Source: an optimization exercise on an open RTL-to-GDS flow (aim: small area, a short achievable clock period and few clock cycles). Production flows keep margins and buffers that such runs may drop.
Only simulation tests tie the RTL to the original design; equivalence was not proved.
Power is estimated from default activity; no workload was simulated.

## run.sh

```bash
#!/bin/bash
# synth_recipe.tcl (not shown) runs the flow's synth.tcl, then flattens the netlist and writes it again
# the make line also repeats each setting of config.mk as NAME=value (left out here)
make -C /OpenROAD-flow-scripts/flow DESIGN_CONFIG=/design/flow/config.mk WORK_HOME=/design/flow/orfs CLKGATE_MAP_FILE= SYNTH_SCRIPT=/design/flow/synth_recipe.tcl finish
```

## config.mk

```make
export PLATFORM = sky130hd
export DESIGN_NAME = sha256_msg_padder
export DESIGN_NICKNAME = sha256_msg_padder
export VERILOG_FILES = /design/flow/design.v
export SDC_FILE = /design/flow/constraint.sdc
export NUM_CORES = 4
export LEC_CHECK = 0
export CAP_MARGIN = 20
export CORE_MARGIN = 2
export CORE_UTILIZATION = 40
export PLACE_DENSITY = 0.6
export SLEW_MARGIN = 20
```

## constraint.sdc

```tcl
create_clock -name core_clock -period 4.5 [get_ports {clk}]
set_input_delay 0.9000 -clock core_clock [delete_from_list [all_inputs] [get_ports {clk}]]
set_output_delay 0.9000 -clock core_clock [all_outputs]
set_load 0.01 [all_outputs]
```

## design.v

```verilog
module sha256_msg_padder #(
  parameter int DATA_W = 64,
  parameter int LEN_W  = 64
) (
  input  logic                        clk,
  input  logic                        rst,
  input  logic [DATA_W-1:0]           data_in,
  input  logic                        data_valid,
  input  logic                        last_word,
  input  logic [$clog2(DATA_W):0]     last_invalid_bits,
  output logic                        in_ready,
  output logic [511:0]                block_out,
  output logic                        block_valid,
  output logic                        block_last,
  input  logic                        block_ready
);
  localparam int WPB = 512 / DATA_W;
  localparam int IW  = $clog2(DATA_W) + 1;
  localparam int CW  = $clog2(WPB);
  typedef enum logic [1:0] {FILL, EMIT_DATA, EMIT_PAD, EMIT_LEN} state_t;
  typedef enum logic [1:0] {PEND_NONE, PEND_PAD, PEND_LEN} pend_t;
  state_t            state_r, state_s;
  pend_t             pend_r, pend_s;
  logic [CW-1:0]     word_cnt_r, word_cnt_s;
  logic [LEN_W-1:0]  bit_len_r, bit_len_s;
  logic [511:0]      buffer_r, buffer_s;
  logic [511:0]      block_out_r, block_out_s;
  logic              block_valid_r, block_valid_s;
  logic              block_last_r, block_last_s;
  logic [IW-1:0]     inv_s;
  logic [9:0]        valid_bits_s, add_bits_s, slot_base_s, end_pos_s;
  logic [DATA_W-1:0] word_mask_s;
  logic [511:0]      slot_word_s, marked_s;
  logic [LEN_W-1:0]  len_sum_s;
  assign inv_s        = last_invalid_bits & {{(IW-3){1'b1}}, 3'b000};
  assign valid_bits_s = 10'(DATA_W) - 10'(inv_s);
  assign add_bits_s   = last_word ? valid_bits_s : 10'(DATA_W);
  assign word_mask_s  = last_word ? ({DATA_W{1'b1}} << inv_s) : {DATA_W{1'b1}};
  assign slot_base_s  = 10'(word_cnt_r) * 10'(DATA_W);
  assign slot_word_s  = {data_in & word_mask_s, {(512-DATA_W){1'b0}}} >> slot_base_s;
  assign end_pos_s    = slot_base_s + valid_bits_s;
  assign marked_s     = buffer_r | slot_word_s | ({8'h80, 504'h0} >> end_pos_s);
  assign len_sum_s    = bit_len_r + LEN_W'(add_bits_s);
  assign in_ready    = (state_r == FILL);
  assign block_out   = block_out_r;
  assign block_valid = block_valid_r;
  assign block_last  = block_last_r;
  always_comb begin
    state_s       = state_r;
    pend_s        = pend_r;
    word_cnt_s    = word_cnt_r;
    bit_len_s     = bit_len_r;
    buffer_s      = buffer_r;
    block_out_s   = block_out_r;
    block_valid_s = block_valid_r;
    block_last_s  = block_last_r;
    case (state_r)
      FILL: begin
        if (data_valid) begin
          word_cnt_s    = word_cnt_r + CW'(1);
          bit_len_s     = len_sum_s;
          buffer_s      = marked_s;
          block_out_s   = marked_s;
          block_valid_s = 1'b1;
          block_last_s  = 1'b0;
          pend_s        = PEND_NONE;
          if (!last_word) begin
            buffer_s    = buffer_r | slot_word_s;
            block_out_s = buffer_r | slot_word_s;
            if (word_cnt_r == CW'(WPB-1)) begin
              state_s = EMIT_DATA;
            end else begin
              block_valid_s = 1'b0;
              block_out_s   = block_out_r;
            end
          end else if (end_pos_s == 10'd512) begin
            state_s = EMIT_DATA;
            pend_s  = PEND_PAD;
          end else if (end_pos_s <= 10'd440) begin
            state_s      = EMIT_LEN;
            block_out_s  = {marked_s[511:LEN_W], len_sum_s};
            block_last_s = 1'b1;
          end else begin
            state_s = EMIT_DATA;
            pend_s  = PEND_LEN;
          end
        end else begin
          state_s = FILL;
        end
      end
      default: begin
        if (block_ready) begin
          pend_s = PEND_NONE;
          case (pend_r)
            PEND_PAD: begin
              state_s      = EMIT_PAD;
              block_out_s  = {8'h80, {(504-LEN_W){1'b0}}, bit_len_r};
              block_last_s = 1'b1;
            end
            PEND_LEN: begin
              state_s      = EMIT_LEN;
              block_out_s  = {{(512-LEN_W){1'b0}}, bit_len_r};
              block_last_s = 1'b1;
            end
            default: begin
              state_s       = FILL;
              buffer_s      = 512'h0;
              block_valid_s = 1'b0;
              block_last_s  = 1'b0;
              if (block_last_r) begin
                bit_len_s  = {LEN_W{1'b0}};
                word_cnt_s = {CW{1'b0}};
              end else begin
                bit_len_s  = bit_len_r;
              end
            end
          endcase
        end else begin
          state_s = state_r;
        end
      end
    endcase
  end
  always_ff @(posedge clk) begin
    if (rst) begin
      state_r       <= FILL;
      pend_r        <= PEND_NONE;
      word_cnt_r    <= {CW{1'b0}};
      bit_len_r     <= {LEN_W{1'b0}};
      buffer_r      <= 512'h0;
      block_out_r   <= 512'h0;
      block_valid_r <= 1'b0;
      block_last_r  <= 1'b0;
    end else begin
      state_r       <= state_s;
      pend_r        <= pend_s;
      word_cnt_r    <= word_cnt_s;
      bit_len_r     <= bit_len_s;
      buffer_r      <= buffer_s;
      block_out_r   <= block_out_s;
      block_valid_r <= block_valid_s;
      block_last_r  <= block_last_s;
    end
  end
endmodule
```

==> out/results.ini, run 1 <==
[run_status]
status = no timing/DRC/antenna violations

[route]
final_antenna_net_count = 0
num_vias = 43600
routed-wl-met3_um = 17500
met1_length_um = 76000
routed.top_layer = met5
wl_um = 187000
drc = 0
viasPerCell = 5.71
dr.first_iter.drc_count = 5156
avgRoutedWirePerCell_um = 24.4
dr.pass1.iters = 6
wl_met2_um = 85000

[worst_hold_path]
hold_class = reg2reg

[clock_network]
clockBufferDepth = 3
postCtsSetupBuffers = 0
htreeDepth = 3
cts_tree = done
cts_made_buffers = 117
hold_buffers = 0
clk_pin_slew_ps = 60
postCtsResizedCells = 0
insertion_delay_ps = 730
cts.sinks = 1094
ctsRootBufferMaster = clkbuf_16

[logic_synthesis]
syn_avg_cell_area_um2 = 7.88
ys_ff_latch = 1094
syn_area_um2 = 44600
synth_edf_count = 0
syn-instance-count = 5660
synth_cell_types = 83
synthFlopType = dfxtp_1
seq_area_frac_synth = 0.491
synth_warnings = 1
syn_nets = 5756
async_flop_share = 0

[worst_setup_path]
crit_path_cell_trace = clkdlybuf4s50_1 > buf_4 > nor3_1 > xnor2_1 > or2_2 > ha_1 > buf_4 > a21oi_1 > a21oi_1 > o211ai_2 > a21oi_1 > xor2_1 > o2111ai_1 > a211oi_1
worst_setup_path_start_kind = primary input
critPathArrivalTime_ps = 4700
crit_fanout = 9
criticalPathCategory = in2reg
cp_slowest_cell = o211ai_2
cp_common_cell = a21oi_1
critPathTopFamily = compound AO/OA/AOI/OAI gates
cpPeakStageDelay_ps = 590
path_buf_inv = 3
end_kind = flop
cp.required_ps = 5120

[placed_design]
finalWeightedCongestion = 0.926
io_buffers = 587
placed_cells = 7415
dp_slack_ps = -251
dp_hpwl_um = 123000

[timing]
fin_skew_ps = 19.6
tightestPinTransition_ps = 1190
period_needed_ps = 4080
maxSlewViolCount = 0
whs_ps = 451
slew_headroom = 0.209
finalHoldViolCount = 0
max_freq_mhz = 245
finalWorstSetupSlack_ps = 416
setup_viol = 0
fin_crit_sh = 0.908
rsz0062_at_grt = false

[grt]
grt_pass1_vias = 38900
grt_first_pass_wirelength_um = 265000
grt_max_degree = 211
antenna_found_initial = 22
track_usage = 0.312
overflow = 0

[final_layout]
syn_to_final_growth_pct = 26.0
drive_gt1_frac = 0.0741
final_cells = 7637
nets = 6144

[pwr]
powerDensity_nw_per_um2 = 403
p_total_uw = 22600
leakage_uw = 0.0202
peakVddDrop_uv = 392

[floorplanning]
die_h_um = 338
start_util = 0.403
ios = 591
die_x_um = 338
rows = 122
die-area_um2 = 114000
core_area_um2 = 111000

[run]
drv_cap = 0

-- area by class of cell --
| type | count | area (um2) |
|---|---|---|
| antenna | 6 | 15.0 |
| clock buffer | 179 | 3500 |
| clock inverter | 35 | 467 |
| fill | 10500 | 54500 |
| inverter | 21 | 78.8 |
| multi-input combinational | 4008 | 20600 |
| sequential | 1094 | 21900 |
| tap | 1488 | 1860 |
| timing repair buffer | 806 | 7770 |
-- synthesized netlist by cell type, drive strengths merged (3+ instances only) --
master	count	area, um2
a22oi	390	2930
or2	3	18.8
and2	60	378
a221oi	5	50.0
nand3	91	473
nand2b	6	37.5
nor2	1542	5790
and4	4	36.3
xor2	11	96.3
or3	21	144
or4	23	173
a31oi	38	238
nor3b	7	52.6
a21oi	967	4840
ha	18	225
o21bai	103	773
nand3b	6	45.0
a2111oi	8	95.1
nor2b	3	18.8
mux2i	15	150
xnor2	8	70.1
clkbuf	485	1850
o21ai	179	896
nand2	204	768
a221o	12	120
a211oi	44	330
a32oi	13	114
a21o	20	150
nand4	11	83.8
and3	25	160
nor3	77	385
a311oi	24	210
dfxtp	1094	21900
nor4	12	90.1
o211a	6	60.1
buf	51	284
inv	21	78.8
o31ai	18	135
o211ai	7	57.6
-- power breakdown --
part / switching (uW) / internal (uW)
clock network: 4190 / 5810
logic: 1900 / 730
registers: 130 / 9860
-- worst reg2reg max path, delay by kind of cell, from the launching register on --
| kind | cells | cell delay, ps |
|---|---|---|
| buffers and inverters | 3 | 1440 |
| and+or+nand+nor | 4 | 500 |
| adders and majority gates | 2 | 440 |
| DFF | 1 | 320 |
| AOI/OAI and AO/OA | 1 | 290 |
-- worst paths after layout --
kind | from | end | slack [ps] | cells after the start
worst min-delay path | block_out_r[182] | block_out_r[182] | 450 | 2
worst min register to register | block_out_r[182] | block_out_r[182] | 450 | 2
worst max register to register | word_cnt_r[0] | block_out_r[502] | 1440 | 10
worst max-delay path | last_invalid_bits[4] | block_out_r[31] | 420 | 14
-- registers in the layout, summed over array words and instances, names as in the netlist --
name           cells
buffer_r         512
block_out_r      512
pend_r             2
state_r            2
block_valid_r      1
bit_len_r         61
word_cnt_r         3
block_last_r       1
-- metal layers --
| metal | GRT usage | vias to the layer above |
|---|---|---|
| met2 | 0.493 | 1863 |
| met3 | 0.0777 | 328 |
| met5 | 0 | - |
| li1 | - | 20400 |
| met4 | 0.127 | 4 |
| met1 | 0.407 | 21100 |
-- cells by family (layout without fill, tap and decap cells) --
kind of cell / Yosys count / in the layout / share of synthesized area
other: 0 / 6 / 0
XOR/XNOR: 19 / 19 / 0.00373
AO/OA/AOI/OAI: 1855 / 1855 / 0.251
adder cells (fa/ha/maj): 20 / 20 / 0.00595
AND/OR/NAND/NOR: 2099 / 2099 / 0.195
buffers and inverters: 558 / 1041 / 0.0499
flip-flops: 1094 / 1094 / 0.491
multiplexers: 15 / 15 / 0.00337
-- metrics by stage --
stage               TNS (ps)   util  instance area [um2]
finish                     0  0.508                56200
global route               0  0.508                56200
CTS                        0  0.507                56100
detailed placement     -4720  0.471                52200
global placement       -3920  0.471                52200
floorplan                  0      -                44600
-- cell usage in the layout, fill, tap and decap left out, types with 103 or more instances in the layout --
master	n
a21oi_1	967
a22oi_1	390
buf_4	199
clkbuf_16	118
clkdlybuf4s50_1	586
dfxtp_1	1094
nand2_1	203
nor2_1	1534
o21ai_0	178
o21bai_1	103
Testbench counts, summed over its fixed seeds: cycles 94,394.
==> run 2, diff against run 1 <==
==> design.v (replaced) <==
module sha256_msg_padder #(
  parameter int DATA_W = 64,
  parameter int LEN_W  = 64
) (
  input  logic                        clk,
  input  logic                        rst,
  input  logic [DATA_W-1:0]           data_in,
  input  logic                        data_valid,
  input  logic                        last_word,
  input  logic [$clog2(DATA_W):0]     last_invalid_bits,
  output logic                        in_ready,
  output logic [511:0]                block_out,
  output logic                        block_valid,
  output logic                        block_last,
  input  logic                        block_ready
);
  logic [511:0] buf_r;
  logic [2:0]   wcnt_r;       
  logic         bvalid_r, blast_r;
  logic         pend_r;       
  logic         pmark_r;      
  logic [3:0]   vb_r;         
  logic [57:0]  nw_r;         
  logic         wx, bx, clr, fits, fullw;
  logic [3:0]   inv_b, vb, vsel;
  logic [57:0]  nw_inc;
  logic [63:0]  din, len;
  assign in_ready    = !pend_r && (!bvalid_r || block_ready);
  assign block_out   = buf_r;
  assign block_valid = bvalid_r;
  assign block_last  = blast_r;
  assign wx    = !rst && data_valid && in_ready;
  assign bx    = !rst && bvalid_r && block_ready;
  assign clr   = rst || bx;
  assign inv_b = last_invalid_bits[6:3];
  assign vb    = 4'd8 - inv_b;
  assign fullw = (inv_b == 4'd0);
  assign fits  = (wcnt_r < 3'd6) || (wcnt_r == 3'd6 && !fullw);
  always_comb begin
    for (int b = 0; b < 8; b++) begin
      din[63-8*b -: 8] = data_in[63-8*b -: 8];
      if (last_word) begin
        if (b >= vb) din[63-8*b -: 8] = 8'h00;
        if (b == vb) din[63-8*b] = 1'b1;
      end
    end
  end
  assign nw_inc = nw_r + 58'd1;
  assign vsel   = pend_r ? vb_r : vb;
  assign len    = vsel[3] ? {nw_inc, 6'b0} : {nw_r, vsel[2:0], 3'b0};
  logic [7:0]   ld, keep, mk;
  logic         lenld;
  logic [511:0] buf_s;
  always_comb begin
    lenld = (wx && last_word && fits) || (bx && pend_r);
    for (int k = 0; k < 8; k++) begin
      ld[k] = wx && wcnt_r == 3'(k);
      if (k == 0) mk[k] = bx && pend_r && pmark_r;
      else        mk[k] = wx && last_word && fullw && wcnt_r == 3'(k-1);
      keep[k] = !ld[k] && !clr && !(k == 7 && lenld);
    end
    for (int k = 0; k < 8; k++)
      buf_s[64*(7-k) +: 64] = ({64{ld[k]}} & din) | ({64{keep[k]}} & buf_r[64*(7-k) +: 64]);
    buf_s[63:0] = buf_s[63:0] | ({64{lenld}} & len);
    for (int k = 0; k < 8; k++)
      buf_s[64*(7-k) + 63] = buf_s[64*(7-k) + 63] | mk[k];
  end
  always_ff @(posedge clk) buf_r <= buf_s;
  always_ff @(posedge clk) begin
    if (rst) begin
      wcnt_r   <= 3'd0;
      bvalid_r <= 1'b0;
      blast_r  <= 1'b0;
      pend_r   <= 1'b0;
      pmark_r  <= 1'b0;
      vb_r     <= 4'd0;
      nw_r     <= 58'd0;
    end else begin
      if (bx) begin
        bvalid_r <= pend_r;
        blast_r  <= pend_r;
        pend_r   <= 1'b0;
        if (pend_r) nw_r <= 58'd0;
      end
      if (wx) begin
        if (last_word) begin
          wcnt_r   <= 3'd0;
          bvalid_r <= 1'b1;
          blast_r  <= fits;
          pend_r   <= !fits;
          pmark_r  <= (wcnt_r == 3'd7) && fullw;
          vb_r     <= vb;
          if (fits) nw_r <= 58'd0;
        end else begin
          wcnt_r <= wcnt_r + 3'd1;
          nw_r   <= nw_inc;
          if (wcnt_r == 3'd7) begin
            bvalid_r <= 1'b1;
            blast_r  <= 1'b0;
          end
        end
      end
    end
  end
endmodule
==> run 2 against run 1 <==
Sequential share of layout area down 0.80 points. Utilization up 5.8 points. Setup slack better by 570 ps. Worst hold slack better by 1.5 ps.
==> out/results.ini, run 2 <==
[run_status]
status = no timing/DRC/antenna violations

[logic_synthesis]
async_flop_share = 0  ; unchanged
synth_common_cells = dfxtp_1, nand3_1, o21ai_0
synth_top_area_frac = 0.534  ; +0.0427
syn_avg_cell_area_um2 = 8.72  ; +11%
synthTopCellsByArea = dfxtp_1, nand3_1, o21ai_0, nand2_1, clkbuf_1
yosysMostFrequentCell = dfxtp_1
seq_area_frac_synth = 0.534  ; +0.0427
ys_ff_latch = 581  ; -47%
syn-instance-count = 2500  ; -56%
synth_edf_count = 0  ; unchanged
synth_cell_types = 73  ; -12%
syn_nets = 2588  ; -55%
synthFlopType = dfxtp_1
synth_area_leader_cell = dfxtp_1
synth_warnings = 1  ; unchanged
syn_area_um2 = 21800  ; -51%

[pwr]
peakVddDrop_uv = 290  ; -26%
leakage_uw = 0.0105  ; -48%
seq_power_share = 0.459  ; +0.017
p_comb_frac = 0.066  ; -0.050
p_clk_frac = 0.475  ; +0.033
switching_share = 0.233  ; -0.0416
internal_power_uw = 8760  ; -47%
powerDensity_nw_per_um2 = 375  ; -6.9%
p_switching_uw = 2670  ; -57%

[final_layout]
nets = 3055  ; -50%
fill_cells = 4826  ; -54%
drive_gt1_frac = 0.0656  ; -0.00848
final_cells = 3720  ; -51%
top_regs = buf_r: 512 flops, nw_r: 58 flops, vb_r: 4 flops
mostFrequentLayoutCells = clkdlybuf4s50_1, dfxtp_1, nand3_1
max_flop_register = buf_r
syn_to_final_growth_pct = 39.8
final_common_cell = clkdlybuf4s50_1
largest_reg_flops = 512

[route]
final_antenna_net_count = 0  ; unchanged
drc = 0  ; unchanged
avgRoutedWirePerCell_um = 23.3  ; -4.7%
viasPerCell = 5.60  ; -2.0%
dr.pass1.iters = 5  ; -1
wl_um = 86600  ; -54%
num_vias = 20800  ; -52%
dr.first_iter.drc_count = 1662  ; -68%

[clock_network]
htreeDepth = 2  ; -1
clk_pin_slew_ps = 60  ; about the same
insertion_delay_ps = 630  ; -100 ps
postCtsSetupBuffers = 0  ; unchanged
ctsRootBufferMaster = clkbuf_16
cts_tree = done
cts.sinks = 581  ; -47%
clockBufferDepth = 3  ; unchanged
cts_made_buffers = 60  ; -49%
postCtsResizedCells = 0  ; unchanged
hold_buffers = 0  ; unchanged

[floorplanning]
die-area_um2 = 56400  ; -51%
start_util = 0.405  ; +0.00197
rows = 85  ; -30%
ios = 591  ; unchanged
core_area_um2 = 53800  ; -51%
die_x_um = 237  ; -30%
die_h_um = 237  ; -30%

[timing]
finalWorstSetupSlack_ps = 986  ; +570 ps
finalHoldViolCount = 0  ; unchanged
slew_headroom = 0.253  ; +0.0441
setup_viol = 0  ; unchanged
fin_crit_sh = 0.781  ; -0.127
maxSlewViolCount = 0  ; unchanged
max_freq_mhz = 285  ; +16%
tns_ps = 0  ; unchanged
tightestPinTransition_ps = 1110  ; -74.7 ps
rsz0062_at_grt = false
period_needed_ps = 3510  ; -570 ps
fin_skew_ps = 18.6  ; -1.02 ps

[placed_design]
finalWeightedCongestion = 0.922  ; -0.37%
dp_slack_ps = 459  ; +710 ps
placed_cells = 3601  ; -51%
dp_hpwl_um = 63400  ; -48%
io_buffers = 587  ; unchanged

[worst_hold_path]
hold_class = reg2reg

[run]
drv_cap = 0  ; unchanged

[worst_setup_path]
cp.required_ps = 3600  ; -1520 ps
reg2reg_setup_slack_ps = 1510  ; +70 ps
worst_setup_path_start_kind = primary input
criticalPathCategory = in2out
critPathArrivalTime_ps = 2610  ; -2090 ps
crit_fanout = 6  ; -3
end_kind = primary output

[grt]
grt_max_degree = 204  ; -3.3%
overflow = 0  ; unchanged
track_usage = 0.295  ; -0.0171
grt_pass1_vias = 19000  ; -51%
antenna_found_initial = 4  ; -82%
grt_first_pass_wirelength_um = 126000  ; -53%

[run 2: changes by cell type in the layout (fill, tap and decap cells not counted), sizes merged, moves of 31 or more]
cell	previous run	this run
a211oi	44	4
a21oi	967	48
a22oi	390	34
and2	60	12
buf	220	50
clkbuf	179	83
dfxtp	1094	581
nand2	204	164
nand3	91	496
nor2	1542	66
o21ai	179	527
o21bai	103	1
xnor2	8	39
[run 2: cell type report]
type                    count  area (um2)  area share
diodes                      5        12.5    0.000411
clock buffers              83        1770      0.0581
clock inverters            31         415      0.0136
inverters                  14        52.6     0.00172
multi-input cells        1673        9270       0.304
flip-flops and latches    581       11600       0.382
well taps                 696         871      0.0286
repair buffers            637        6440       0.211
[run 2: power by group through the flow]
stage	Combinational [uW]	Sequential [uW]	Clock, uW
after floorplan	284	5380	0
after global placement	732	5350	0
after global routing	795	5240	5720
final	751	5240	5430
after detailed placement	738	5350	0
after CTS	739	5240	5510
[run 2: worst paths after layout]
check,start,end,cells after the start
worst max register to register,pend_r,buf_r[409],7
worst min register to register,buf_r[319],buf_r[319],2
worst max-delay path,block_ready,in_ready,4
worst min-delay path,buf_r[319],buf_r[319],2
[run 2: worst max-delay path, stage by stage]
cell and delay (ps):
clkdlybuf4s50_1 720, inv_1 100, a21oi_1 290, clkdlybuf4s50_1 600
[run 2: metrics by stage]
stage	utilization	hold slack, ps	area [um2]	power (uW)
after floorplan	-	426	21800	5660
after global placement	0.525	441	28300	6080
after detailed placement	0.525	444	28300	6090
after CTS	0.566	455	30400	11500
after global routing	0.566	469	30500	11800
final	0.566	453	30500	11400
[run 2: kinds of logic (layout without fill, tap and decap cells)]
kind of cell	count (synthesis)	after routing	share of synthesized area
fa+ha+maj	12	12	0.00689
flops	581	581	0.534
compound gates	722	722	0.185
simple gates	875	875	0.202
xor+xnor	58	58	0.0233
buf+inv	246	765	0.0459
mux	6	6	0.00281
other cells	0	5	0
[run 2: metal layers]
metal | wire, um | GRT usage | share of wire
met1 | 36700 | 0.388 | 0.42
met2 | 39200 | 0.462 | 0.45
met3 | 7820 | 0.0838 | 0.090
met4 | 2950 | 0.107 | 0.034
met5 | 0 | 0 | 0
Testbench counts of run 2, summed over its fixed seeds: cycles 82,920.

## separate check: timing with driven ports
How much do the figures lean on ideal ports? The routed layouts below were timed once more, with nothing changed but the port constraints.
Step 1 assumes that a clkbuf_16 drives the clock port and a buf_2 every other input.
Step 2 times the ports against the registers' clock, not the clock port: input delays grow and output delays shrink by t, the midpoint of the rising clock arrivals with the driver on.
a / b / c = ideal / step 1 / step 2; a / b = the first two.
run | t, ns | setup WS [ns] | slew at the worst register clock pin (ns)
run 1 | 0.798 | 0.416 / 0.470 / -0.328 | 0.07 / 0.07
run 2 | 0.675 | 0.986 / 0.963 / 0.340 | 0.06 / 0.06
With both steps, setup timing fails in run 1, where it was met with ideal ports. The setup slack of run 1, which loses most, moves by +0.054 ns with the drivers and by -0.744 ns with both steps.
